Source: an optimization exercise on an open RTL-to-GDS flow (aim: small area and a short achievable clock period). Production flows keep margins and buffers that such runs may drop.
RTL that was checked went through simulation tests only; none was proved equivalent to the original.
Power is estimated from default activity; no workload was simulated.

==> flow/design.v <==
module commit_trace_buffer #(
  parameter int DATA_W = 32,
  parameter int REG_W  = 5,
  parameter int DEPTH  = 16,
  parameter int WRAP   = 0,
  parameter int INUM_W = 16
) (
  input  logic                      clk,
  input  logic                      rst,
  input  logic                      retire_valid,
  input  logic [DATA_W-1:0]         retire_pc,
  input  logic                      retire_halt,
  input  logic                      retire_regwrite,
  input  logic [REG_W-1:0]          retire_reg,
  input  logic [DATA_W-1:0]         retire_wdata,
  input  logic                      retire_memwrite,
  input  logic [DATA_W-1:0]         retire_memaddr,
  input  logic [DATA_W-1:0]         retire_memdata,
  output logic                      out_valid,
  input  logic                      out_ready,
  output logic [INUM_W-1:0]         out_inum,
  output logic [DATA_W-1:0]         out_pc,
  output logic [1:0]                out_kind,
  output logic [REG_W-1:0]          out_reg,
  output logic [DATA_W-1:0]         out_value,
  output logic [DATA_W-1:0]         out_addr,
  output logic [$clog2(DEPTH):0]    count,
  output logic                      overflow,
  output logic                      halted
);
  localparam int CNT_W = $clog2(DEPTH) + 1;
  localparam int MD    = DEPTH - 1;                        
  localparam int W     = INUM_W + DATA_W + 2 + 2 * DATA_W;  
  localparam logic [CNT_W-1:0] FULL_CNT = CNT_W'(DEPTH);
  logic [W-1:0]      mem [MD];
  logic [W-1:0]      head;
  logic [MD-1:0]     wp;               
  logic [MD:0]       rs;               
  logic [CNT_W-1:0]  cnt;
  logic              valid_q;          
  logic              full_q;           
  logic [INUM_W-1:0] inum_ctr;
  logic              ovf_q, halted_q;
  logic              accept, pop, store, to_mem, mem_pop, head_ld, mem_we;
  logic [1:0]        new_kind;
  logic [W-1:0]      new_entry, head_nx;
  logic [MD-1:0]     rp, rp_nx, wp_nx;
  logic [CNT_W-1:0]  cnt_nx;
  always_comb begin
    accept   = retire_valid & ~halted_q;
    pop      = valid_q & out_ready;
    store    = accept & (~full_q | out_ready);
    to_mem   = store & (~rs[MD] | (valid_q & ~out_ready));
    mem_pop  = pop & ~rs[MD];
    head_ld  = ~valid_q | out_ready;
    mem_we   = ~full_q | (out_ready & accept);
    new_kind = retire_halt ? 2'd3 : retire_regwrite ? 2'd1 : retire_memwrite ? 2'd2 : 2'd0;
    new_entry = {inum_ctr, retire_pc, new_kind,
                 retire_regwrite ? retire_wdata : retire_memdata,
                 retire_regwrite ? DATA_W'(retire_reg) : retire_memaddr};
    head_nx = {W{rs[MD]}} & new_entry;
    for (int i = 0; i < MD; i++) head_nx = head_nx | ({W{rs[i]}} & mem[i]);
    cnt_nx = cnt + CNT_W'(store) - CNT_W'(pop);
    rp     = rs[MD] ? wp : rs[MD-1:0];
    rp_nx  = mem_pop ? {rp[MD-2:0], rp[MD-1]} : rp;
    wp_nx  = to_mem  ? {wp[MD-2:0], wp[MD-1]} : wp;
  end
  always_ff @(posedge clk) begin
    if (rst) begin
      wp       <= MD'(1);
      rs       <= {1'b1, MD'(0)};
      cnt      <= '0;
      valid_q  <= 1'b0;
      full_q   <= 1'b0;
      inum_ctr <= '0;
      ovf_q    <= 1'b0;
      halted_q <= 1'b0;
    end else begin
      if (accept)                      inum_ctr <= inum_ctr + INUM_W'(1);
      if (accept & retire_halt)        halted_q <= 1'b1;
      if (accept & full_q & ~out_ready) ovf_q   <= 1'b1;
      wp      <= wp_nx;
      rs      <= (cnt_nx > CNT_W'(1)) ? {1'b0, rp_nx} : {1'b1, MD'(0)};
      cnt     <= cnt_nx;
      valid_q <= (cnt_nx != '0);
      full_q  <= (cnt_nx == FULL_CNT);
    end
  end
  always_ff @(posedge clk) begin
    for (int i = 0; i < MD; i++)
      if (wp[i] & mem_we) mem[i] <= new_entry;
    if (head_ld) head <= head_nx;
  end
  assign {out_inum, out_pc, out_kind, out_value, out_addr} = head;
  assign out_reg   = head[REG_W-1:0];
  assign out_valid = valid_q;
  assign count     = cnt;
  assign overflow  = ovf_q;
  assign halted    = halted_q;
endmodule
clock: 5.0 ns
lec_check: 0
cap_margin: 20
core_margin: 2
core_utilization: 50
setup_slack_margin: 2.8
slew_margin: 20
run.sh (not shown) runs the stock make flow with config.mk's settings and CLKGATE_MAP_FILE= SYNTH_SCRIPT=/design/flow/synth_recipe.tcl, a recipe that flattens the netlist after the stock synthesis.
Next try:
--- a/flow/design.v
+++ b/flow/design.v
@@ -44,9 +44,11 @@
   logic              accept, pop, store, to_mem, mem_pop, head_ld, mem_we;
   logic [1:0]        new_kind;
   logic [W-1:0]      new_entry, head_nx;
   logic [MD-1:0]     rp, rp_nx, wp_nx;
+  logic [MD:0]       hsel;
   logic [CNT_W-1:0]  cnt_nx;
+  logic              inc, dec, valid_nx, mne_nx, full_nx;
   always_comb begin
     accept   = retire_valid & ~halted_q;
     pop      = valid_q & out_ready;
     store    = accept & (~full_q | out_ready);
@@ -57,11 +59,17 @@
     new_kind = retire_halt ? 2'd3 : retire_regwrite ? 2'd1 : retire_memwrite ? 2'd2 : 2'd0;
     new_entry = {inum_ctr, retire_pc, new_kind,
                  retire_regwrite ? retire_wdata : retire_memdata,
                  retire_regwrite ? DATA_W'(retire_reg) : retire_memaddr};
-    head_nx = {W{rs[MD]}} & new_entry;
-    for (int i = 0; i < MD; i++) head_nx = head_nx | ({W{rs[i]}} & mem[i]);
-    cnt_nx = cnt + CNT_W'(store) - CNT_W'(pop);
+    hsel    = {rs[MD:0] & {(MD+1){head_ld}}};
+    head_nx = ({W{~head_ld}} & head) | ({W{hsel[MD]}} & new_entry);
+    for (int i = 0; i < MD; i++) head_nx = head_nx | ({W{hsel[i]}} & mem[i]);
+    inc      = store & ~pop;
+    dec      = pop & ~store;
+    cnt_nx   = inc ? cnt + CNT_W'(1) : dec ? cnt - CNT_W'(1) : cnt;
+    valid_nx = inc | (dec ? (cnt != CNT_W'(1)) : valid_q);
+    mne_nx   = inc ? valid_q : dec ? (cnt > CNT_W'(2)) : ~rs[MD];
+    full_nx  = inc ? (cnt == FULL_CNT - CNT_W'(1)) : (full_q & ~dec);
     rp     = rs[MD] ? wp : rs[MD-1:0];
     rp_nx  = mem_pop ? {rp[MD-2:0], rp[MD-1]} : rp;
     wp_nx  = to_mem  ? {wp[MD-2:0], wp[MD-1]} : wp;
   end
@@ -79,18 +87,18 @@
       if (accept)                      inum_ctr <= inum_ctr + INUM_W'(1);
       if (accept & retire_halt)        halted_q <= 1'b1;
       if (accept & full_q & ~out_ready) ovf_q   <= 1'b1;
       wp      <= wp_nx;
-      rs      <= (cnt_nx > CNT_W'(1)) ? {1'b0, rp_nx} : {1'b1, MD'(0)};
+      rs      <= mne_nx ? {1'b0, rp_nx} : {1'b1, MD'(0)};
       cnt     <= cnt_nx;
-      valid_q <= (cnt_nx != '0);
-      full_q  <= (cnt_nx == FULL_CNT);
+      valid_q <= valid_nx;
+      full_q  <= full_nx;
     end
   end
   always_ff @(posedge clk) begin
     for (int i = 0; i < MD; i++)
       if (wp[i] & mem_we) mem[i] <= new_entry;
-    if (head_ld) head <= head_nx;
+    head <= head_nx;
   end
   assign {out_inum, out_pc, out_kind, out_value, out_addr} = head;
   assign out_reg   = head[REG_W-1:0];
   assign out_valid = valid_q;
After rerunning: Total power came out lower by 9.9%. Routed wire length came out higher by 2.8%. Worst setup slack improves by 0.25 ns. Via count came out higher by 3.5%. Hold slack degrades by 0.011 ns. Clock-buffer cell count came out higher by 3. Cell count came out higher by 4.1%. Utilization came out higher by 0.64 points.
Only the layout flow was run in the first run of this note; the RTL was not checked for function there.

run 1:
// commit_trace_buffer: RTL as listed in full above, without the edits since
export LEC_CHECK = 0
export CAP_MARGIN = 20
export CORE_MARGIN = 2
export CORE_UTILIZATION = 50
export SLEW_MARGIN = 20
create_clock -name core_clock -period 5.0 [get_ports {clk}]
Inputs modified between run 1 and run 3:
==> flow/design.v <==
module commit_trace_buffer #(
  parameter int DATA_W = 32,
  parameter int REG_W  = 5,
  parameter int DEPTH  = 16,
  parameter int WRAP   = 0,
  parameter int INUM_W = 16
) (
  input  logic                      clk,
  input  logic                      rst,
  input  logic                      retire_valid,
  input  logic [DATA_W-1:0]         retire_pc,
  input  logic                      retire_halt,
  input  logic                      retire_regwrite,
  input  logic [REG_W-1:0]          retire_reg,
  input  logic [DATA_W-1:0]         retire_wdata,
  input  logic                      retire_memwrite,
  input  logic [DATA_W-1:0]         retire_memaddr,
  input  logic [DATA_W-1:0]         retire_memdata,
  output logic                      out_valid,
  input  logic                      out_ready,
  output logic [INUM_W-1:0]         out_inum,
  output logic [DATA_W-1:0]         out_pc,
  output logic [1:0]                out_kind,
  output logic [REG_W-1:0]          out_reg,
  output logic [DATA_W-1:0]         out_value,
  output logic [DATA_W-1:0]         out_addr,
  output logic [$clog2(DEPTH):0]    count,
  output logic                      overflow,
  output logic                      halted
);
  localparam int CNT_W = $clog2(DEPTH) + 1;
  localparam int MD    = DEPTH - 1;                        
  localparam int W     = INUM_W + DATA_W + 2 + 2 * DATA_W;  
  localparam logic [CNT_W-1:0] FULL_CNT = CNT_W'(DEPTH);
  logic [W-1:0]      mem [MD];
  logic [W-1:0]      head;
  logic [MD-1:0]     wp, rp;           
  logic [CNT_W-1:0]  cnt;
  logic              valid_q;          
  logic              mne_q;            
  logic              full_q;           
  logic [INUM_W-1:0] inum_ctr;
  logic              ovf_q, halted_q;
  logic              accept, pop, store, to_mem, mem_pop, head_ld, mem_we;
  logic [1:0]        new_kind;
  logic [W-1:0]      new_entry, mem_rd;
  logic [CNT_W-1:0]  cnt_nx;
  always_comb begin
    accept   = retire_valid & ~halted_q;
    pop      = valid_q & out_ready;
    store    = accept & (~full_q | out_ready);
    to_mem   = store & (mne_q | (valid_q & ~out_ready));
    mem_pop  = pop & mne_q;
    head_ld  = ~valid_q | out_ready;
    mem_we   = ~full_q | (out_ready & accept);
    new_kind = retire_halt ? 2'd3 : retire_regwrite ? 2'd1 : retire_memwrite ? 2'd2 : 2'd0;
    new_entry = {inum_ctr, retire_pc, new_kind,
                 retire_regwrite ? retire_wdata : retire_memdata,
                 retire_regwrite ? DATA_W'(retire_reg) : retire_memaddr};
    mem_rd = '0;
    for (int i = 0; i < MD; i++) mem_rd = mem_rd | ({W{rp[i]}} & mem[i]);
    cnt_nx = cnt + CNT_W'(store) - CNT_W'(pop);
  end
  always_ff @(posedge clk) begin
    if (rst) begin
      wp       <= MD'(1);
      rp       <= MD'(1);
      cnt      <= '0;
      valid_q  <= 1'b0;
      mne_q    <= 1'b0;
      full_q   <= 1'b0;
      inum_ctr <= '0;
      ovf_q    <= 1'b0;
      halted_q <= 1'b0;
    end else begin
      if (accept)                      inum_ctr <= inum_ctr + INUM_W'(1);
      if (accept & retire_halt)        halted_q <= 1'b1;
      if (accept & full_q & ~out_ready) ovf_q   <= 1'b1;
      if (to_mem)                      wp       <= {wp[MD-2:0], wp[MD-1]};
      if (mem_pop)                     rp       <= {rp[MD-2:0], rp[MD-1]};
      cnt     <= cnt_nx;
      valid_q <= (cnt_nx != '0);
      mne_q   <= (cnt_nx > CNT_W'(1));
      full_q  <= (cnt_nx == FULL_CNT);
    end
  end
  always_ff @(posedge clk) begin
    for (int i = 0; i < MD; i++)
      if (wp[i] & mem_we) mem[i] <= new_entry;
    if (head_ld) head <= mne_q ? mem_rd : new_entry;
  end
  assign {out_inum, out_pc, out_kind, out_value, out_addr} = head;
  assign out_reg   = head[REG_W-1:0];
  assign out_valid = valid_q;
  assign count     = cnt;
  assign overflow  = ovf_q;
  assign halted    = halted_q;
endmodule
### Flow results
Comparing run 1 and run 3, horizontal extent of the die is lower on run 1. Compare run 1 and run 3 | count of distinct cell types in the synthesized netlist higher: run 3. Re largest net degree at the start of global routing: run 1 was lower than run 3. Run 3 vs. run 1: area overhead of the layout relative to synthesis decreased 0.63 points, largest voltage drop on the vdd net decreased 13 uV. Looking only at total power, and setting everything else aside, the higher value of run 1 and run 3 goes to run 3. Looking at critical path capture point, the mem[5][111] result is from run 3; the rs[2] one comes from run 1. Fmax: run 3 higher than run 1.
Only the layout flow was run in run 1; the RTL was not checked for function there.

RTL: one of the versions met above, not the one the previous note started from.
Size: about 3700 cells after synthesis, roughly 270 I/O pins, roughly 68000 um^2 of cells after synthesis.
==> module commit_trace_buffer, before the edit <==
module commit_trace_buffer #(
  parameter int DATA_W = 32,
  parameter int REG_W  = 5,
  parameter int DEPTH  = 16,
  parameter int WRAP   = 0,
  parameter int INUM_W = 16
) (
  input  logic                      clk,
  input  logic                      rst,
  input  logic                      retire_valid,
  input  logic [DATA_W-1:0]         retire_pc,
  input  logic                      retire_halt,
  input  logic                      retire_regwrite,
  input  logic [REG_W-1:0]          retire_reg,
  input  logic [DATA_W-1:0]         retire_wdata,
  input  logic                      retire_memwrite,
  input  logic [DATA_W-1:0]         retire_memaddr,
  input  logic [DATA_W-1:0]         retire_memdata,
  output logic                      out_valid,
  input  logic                      out_ready,
  output logic [INUM_W-1:0]         out_inum,
  output logic [DATA_W-1:0]         out_pc,
  output logic [1:0]                out_kind,
  output logic [REG_W-1:0]          out_reg,
  output logic [DATA_W-1:0]         out_value,
  output logic [DATA_W-1:0]         out_addr,
  output logic [$clog2(DEPTH):0]    count,
  output logic                      overflow,
  output logic                      halted
);
  localparam int CNT_W = $clog2(DEPTH) + 1;
  localparam int MD    = DEPTH - 1;                        
  localparam int W     = INUM_W + DATA_W + 2 + 2 * DATA_W;  
  localparam logic [CNT_W-1:0] FULL_CNT = CNT_W'(DEPTH);
  logic [W-1:0]      mem [MD];
  logic [W-1:0]      head;
  logic [MD-1:0]     wp;               
  logic [MD:0]       rs;               
  logic [CNT_W-1:0]  cnt;
  logic              valid_q;          
  logic              full_q;           
  logic [INUM_W-1:0] inum_ctr;
  logic              ovf_q, halted_q;
  logic              accept, pop, store, to_mem, mem_pop, head_ld, mem_we;
  logic [1:0]        new_kind;
  logic [W-1:0]      new_entry, head_nx;
  logic [MD-1:0]     rp, rp_nx, wp_nx;
  logic [MD:0]       hsel;
  logic [CNT_W-1:0]  cnt_nx;
  logic              inc, dec, valid_nx, mne_nx, full_nx;
  always_comb begin
    accept   = retire_valid & ~halted_q;
    pop      = valid_q & out_ready;
    store    = accept & (~full_q | out_ready);
    to_mem   = store & (~rs[MD] | (valid_q & ~out_ready));
    mem_pop  = pop & ~rs[MD];
    head_ld  = ~valid_q | out_ready;
    mem_we   = ~full_q | (out_ready & accept);
    new_kind = retire_halt ? 2'd3 : retire_regwrite ? 2'd1 : retire_memwrite ? 2'd2 : 2'd0;
    new_entry = {inum_ctr, retire_pc, new_kind,
                 retire_regwrite ? retire_wdata : retire_memdata,
                 retire_regwrite ? DATA_W'(retire_reg) : retire_memaddr};
    hsel    = {rs[MD:0] & {(MD+1){head_ld}}};
    head_nx = ({W{~head_ld}} & head) | ({W{hsel[MD]}} & new_entry);
    for (int i = 0; i < MD; i++) head_nx = head_nx | ({W{hsel[i]}} & mem[i]);
    inc      = store & ~pop;
    dec      = pop & ~store;
    cnt_nx   = inc ? cnt + CNT_W'(1) : dec ? cnt - CNT_W'(1) : cnt;
    valid_nx = inc | (dec ? (cnt != CNT_W'(1)) : valid_q);
    mne_nx   = inc ? valid_q : dec ? (cnt > CNT_W'(2)) : ~rs[MD];
    full_nx  = inc ? (cnt == FULL_CNT - CNT_W'(1)) : (full_q & ~dec);
    rp     = rs[MD] ? wp : rs[MD-1:0];
    rp_nx  = mem_pop ? {rp[MD-2:0], rp[MD-1]} : rp;
    wp_nx  = to_mem  ? {wp[MD-2:0], wp[MD-1]} : wp;
  end
  always_ff @(posedge clk) begin
    if (rst) begin
      wp       <= MD'(1);
      rs       <= {1'b1, MD'(0)};
      cnt      <= '0;
      valid_q  <= 1'b0;
      full_q   <= 1'b0;
      inum_ctr <= '0;
      ovf_q    <= 1'b0;
      halted_q <= 1'b0;
    end else begin
      if (accept)                      inum_ctr <= inum_ctr + INUM_W'(1);
      if (accept & retire_halt)        halted_q <= 1'b1;
      if (accept & full_q & ~out_ready) ovf_q   <= 1'b1;
      wp      <= wp_nx;
      rs      <= mne_nx ? {1'b0, rp_nx} : {1'b1, MD'(0)};
      cnt     <= cnt_nx;
      valid_q <= valid_nx;
      full_q  <= full_nx;
    end
  end
  always_ff @(posedge clk) begin
    for (int i = 0; i < MD; i++)
      if (wp[i] & mem_we) mem[i] <= new_entry;
    head <= head_nx;
  end
  assign {out_inum, out_pc, out_kind, out_value, out_addr} = head;
  assign out_reg   = head[REG_W-1:0];
  assign out_valid = valid_q;
  assign count     = cnt;
  assign overflow  = ovf_q;
  assign halted    = halted_q;
endmodule
clock: 5.0 ns
lec_check: 0
cap_margin: 20
core_margin: 2
core_utilization: 50
setup_slack_margin: 2.7
slew_margin: 20
standard.sh (not shown) runs the stock make flow with config.mk's settings and CLKGATE_MAP_FILE= SYNTH_SCRIPT=/design/flow/synth_recipe.tcl, a recipe that flattens the netlist after the stock synthesis.
==> flow/flow/run.sh <==
#!/bin/bash
# The standard layout (the standard.sh), with buf_2 port buffers and a clock tree without
# dummy loads whose sink clusters are driven by clkbuf_8 (clkbuf_16 above them). All tool
# output goes to standard.log here and to ORFS's per-step logs under orfs/logs/.
set -euo pipefail
bash standard.sh \
  "BUFFER_PORTS_ARGS=-buffer_cell sky130_fd_sc_hd__buf_2" \
  "CTS_ARGS=-sink_clustering_enable -repair_clock_nets -dont_use_dummy_load -root_buf sky130_fd_sc_hd__clkbuf_16 -buf_list sky130_fd_sc_hd__clkbuf_16 -sink_clustering_buffer sky130_fd_sc_hd__clkbuf_8 -sink_clustering_size 16 -sink_clustering_max_diameter 50" \
  finish > standard.log 2>&1
Rerun with:
--- a/flow/design.v
+++ b/flow/design.v
@@ -31,75 +31,76 @@
   localparam int CNT_W = $clog2(DEPTH) + 1;
   localparam int MD    = DEPTH - 1;                        
   localparam int W     = INUM_W + DATA_W + 2 + 2 * DATA_W;  
   localparam logic [CNT_W-1:0] FULL_CNT = CNT_W'(DEPTH);
   logic [W-1:0]      mem [MD];
   logic [W-1:0]      head;
-  logic [MD-1:0]     wp;               
   logic [MD:0]       rs;               
   logic [CNT_W-1:0]  cnt;
   logic              valid_q;          
   logic              full_q;           
+  logic              tm0_q, tm1_q;     
   logic [INUM_W-1:0] inum_ctr;
   logic              ovf_q, halted_q;
-  logic              accept, pop, store, to_mem, mem_pop, head_ld, mem_we;
+  logic              accept, pop, store, to_mem, mem_pop, head_ld;
   logic [1:0]        new_kind;
   logic [W-1:0]      new_entry, head_nx;
-  logic [MD-1:0]     rp, rp_nx, wp_nx;
   logic [MD:0]       hsel;
   logic [CNT_W-1:0]  cnt_nx;
-  logic              inc, dec, valid_nx, mne_nx, full_nx;
+  logic              inc, dec, valid_nx, full_nx, mne_nx, halted_nx;
   always_comb begin
     accept   = retire_valid & ~halted_q;
     pop      = valid_q & out_ready;
     store    = accept & (~full_q | out_ready);
-    to_mem   = store & (~rs[MD] | (valid_q & ~out_ready));
+    to_mem   = retire_valid & (out_ready ? tm1_q : tm0_q);
     mem_pop  = pop & ~rs[MD];
     head_ld  = ~valid_q | out_ready;
-    mem_we   = ~full_q | (out_ready & accept);
     new_kind = retire_halt ? 2'd3 : retire_regwrite ? 2'd1 : retire_memwrite ? 2'd2 : 2'd0;
     new_entry = {inum_ctr, retire_pc, new_kind,
                  retire_regwrite ? retire_wdata : retire_memdata,
                  retire_regwrite ? DATA_W'(retire_reg) : retire_memaddr};
     hsel    = {rs[MD:0] & {(MD+1){head_ld}}};
     head_nx = ({W{~head_ld}} & head) | ({W{hsel[MD]}} & new_entry);
     for (int i = 0; i < MD; i++) head_nx = head_nx | ({W{hsel[i]}} & mem[i]);
     inc      = store & ~pop;
     dec      = pop & ~store;
     cnt_nx   = inc ? cnt + CNT_W'(1) : dec ? cnt - CNT_W'(1) : cnt;
     valid_nx = inc | (dec ? (cnt != CNT_W'(1)) : valid_q);
+    full_nx  = inc ? (cnt == FULL_CNT - CNT_W'(1)) : (full_q & ~dec);
     mne_nx   = inc ? valid_q : dec ? (cnt > CNT_W'(2)) : ~rs[MD];
-    full_nx  = inc ? (cnt == FULL_CNT - CNT_W'(1)) : (full_q & ~dec);
-    rp     = rs[MD] ? wp : rs[MD-1:0];
-    rp_nx  = mem_pop ? {rp[MD-2:0], rp[MD-1]} : rp;
-    wp_nx  = to_mem  ? {wp[MD-2:0], wp[MD-1]} : wp;
+    halted_nx = halted_q | (accept & retire_halt);
   end
   always_ff @(posedge clk) begin
     if (rst) begin
-      wp       <= MD'(1);
       rs       <= {1'b1, MD'(0)};
       cnt      <= '0;
       valid_q  <= 1'b0;
       full_q   <= 1'b0;
+      tm0_q    <= 1'b0;
+      tm1_q    <= 1'b0;
       inum_ctr <= '0;
       ovf_q    <= 1'b0;
       halted_q <= 1'b0;
     end else begin
-      if (accept)                      inum_ctr <= inum_ctr + INUM_W'(1);
-      if (accept & retire_halt)        halted_q <= 1'b1;
-      if (accept & full_q & ~out_ready) ovf_q   <= 1'b1;
-      wp      <= wp_nx;
-      rs      <= mne_nx ? {1'b0, rp_nx} : {1'b1, MD'(0)};
+      if (accept)                       inum_ctr <= inum_ctr + INUM_W'(1);
+      halted_q <= halted_nx;
+      if (accept & full_q & ~out_ready) ovf_q    <= 1'b1;
+      if (to_mem & ~mem_pop)            rs       <= {rs[MD-1:0], rs[MD]};
+      else if (mem_pop & ~to_mem)       rs       <= {rs[0], rs[MD:1]};
       cnt     <= cnt_nx;
       valid_q <= valid_nx;
       full_q  <= full_nx;
+      tm0_q   <= ~halted_nx & ~full_nx & valid_nx;
+      tm1_q   <= ~halted_nx & mne_nx;
     end
   end
   always_ff @(posedge clk) begin
-    for (int i = 0; i < MD; i++)
-      if (wp[i] & mem_we) mem[i] <= new_entry;
+    if (to_mem) begin
+      mem[0] <= new_entry;
+      for (int i = 1; i < MD; i++) mem[i] <= mem[i-1];
+    end
     head <= head_nx;
   end
   assign {out_inum, out_pc, out_kind, out_value, out_addr} = head;
   assign out_reg   = head[REG_W-1:0];
   assign out_valid = valid_q;
   assign count     = cnt;
After rerunning:
- count of clock-buffer cells in the layout is unchanged
- cell area fell by 1.6%
- register-to-register slack hardly moves
- wire length fell by 14%
- sequential power stays flat

[what the ideal ports hide]
No port has a modelled driver above. Below, the same layouts with a new extraction and two added sets of constraints. Step 1 sets driving cells, clkbuf_16 on the clock port and buf_2 on the other inputs (assumed; they add their load-dependent delay and slew). Step 2, shift: input delay + t, output delay - t, t = (earliest + latest rising clock arrival at the registers) / 2. This alone moves slack from input paths to output paths. Slacks: ideal / step 1 / step 2; pairs: ideal / step 1.
run | shift t [ns] | setup slack, ns | hold slack, ns | latest minus earliest clock arrival (ns) | cell pins on the clock port's net
the first run of note 1 | 0.885 | 2.400 / 2.414 / 1.578 | 0.502 / 0.456 / 0.502 | 0.030 / 0.030 | 1
the second run of note 1 | 0.882 | 2.652 / 2.575 / 1.963 | 0.491 / 0.491 / 0.491 | 0.028 / 0.028 | 1
run 1 | 0.879 | 1.433 / 1.493 / 0.614 | 0.491 / 0.491 / 0.491 | 0.046 / 0.046 | 1
run 3 | 0.886 | 1.979 / 1.995 / 1.147 | 0.503 / 0.503 / 0.503 | 0.046 / 0.046 | 1
the first run of note 3 | 0.835 | 2.651 / 2.574 / 1.992 | 0.483 / 0.483 / 0.483 | 0.078 / 0.079 | 1
the second run of note 3 | 0.825 | 2.604 / 2.635 / 1.816 | 0.390 / 0.374 / 0.390 | 0.072 / 0.072 | 1
After both steps every run listed still meets setup and hold. For run 3, which loses most, drivers alone change the setup slack by +0.016 ns; drivers and shift together by -0.832 ns.
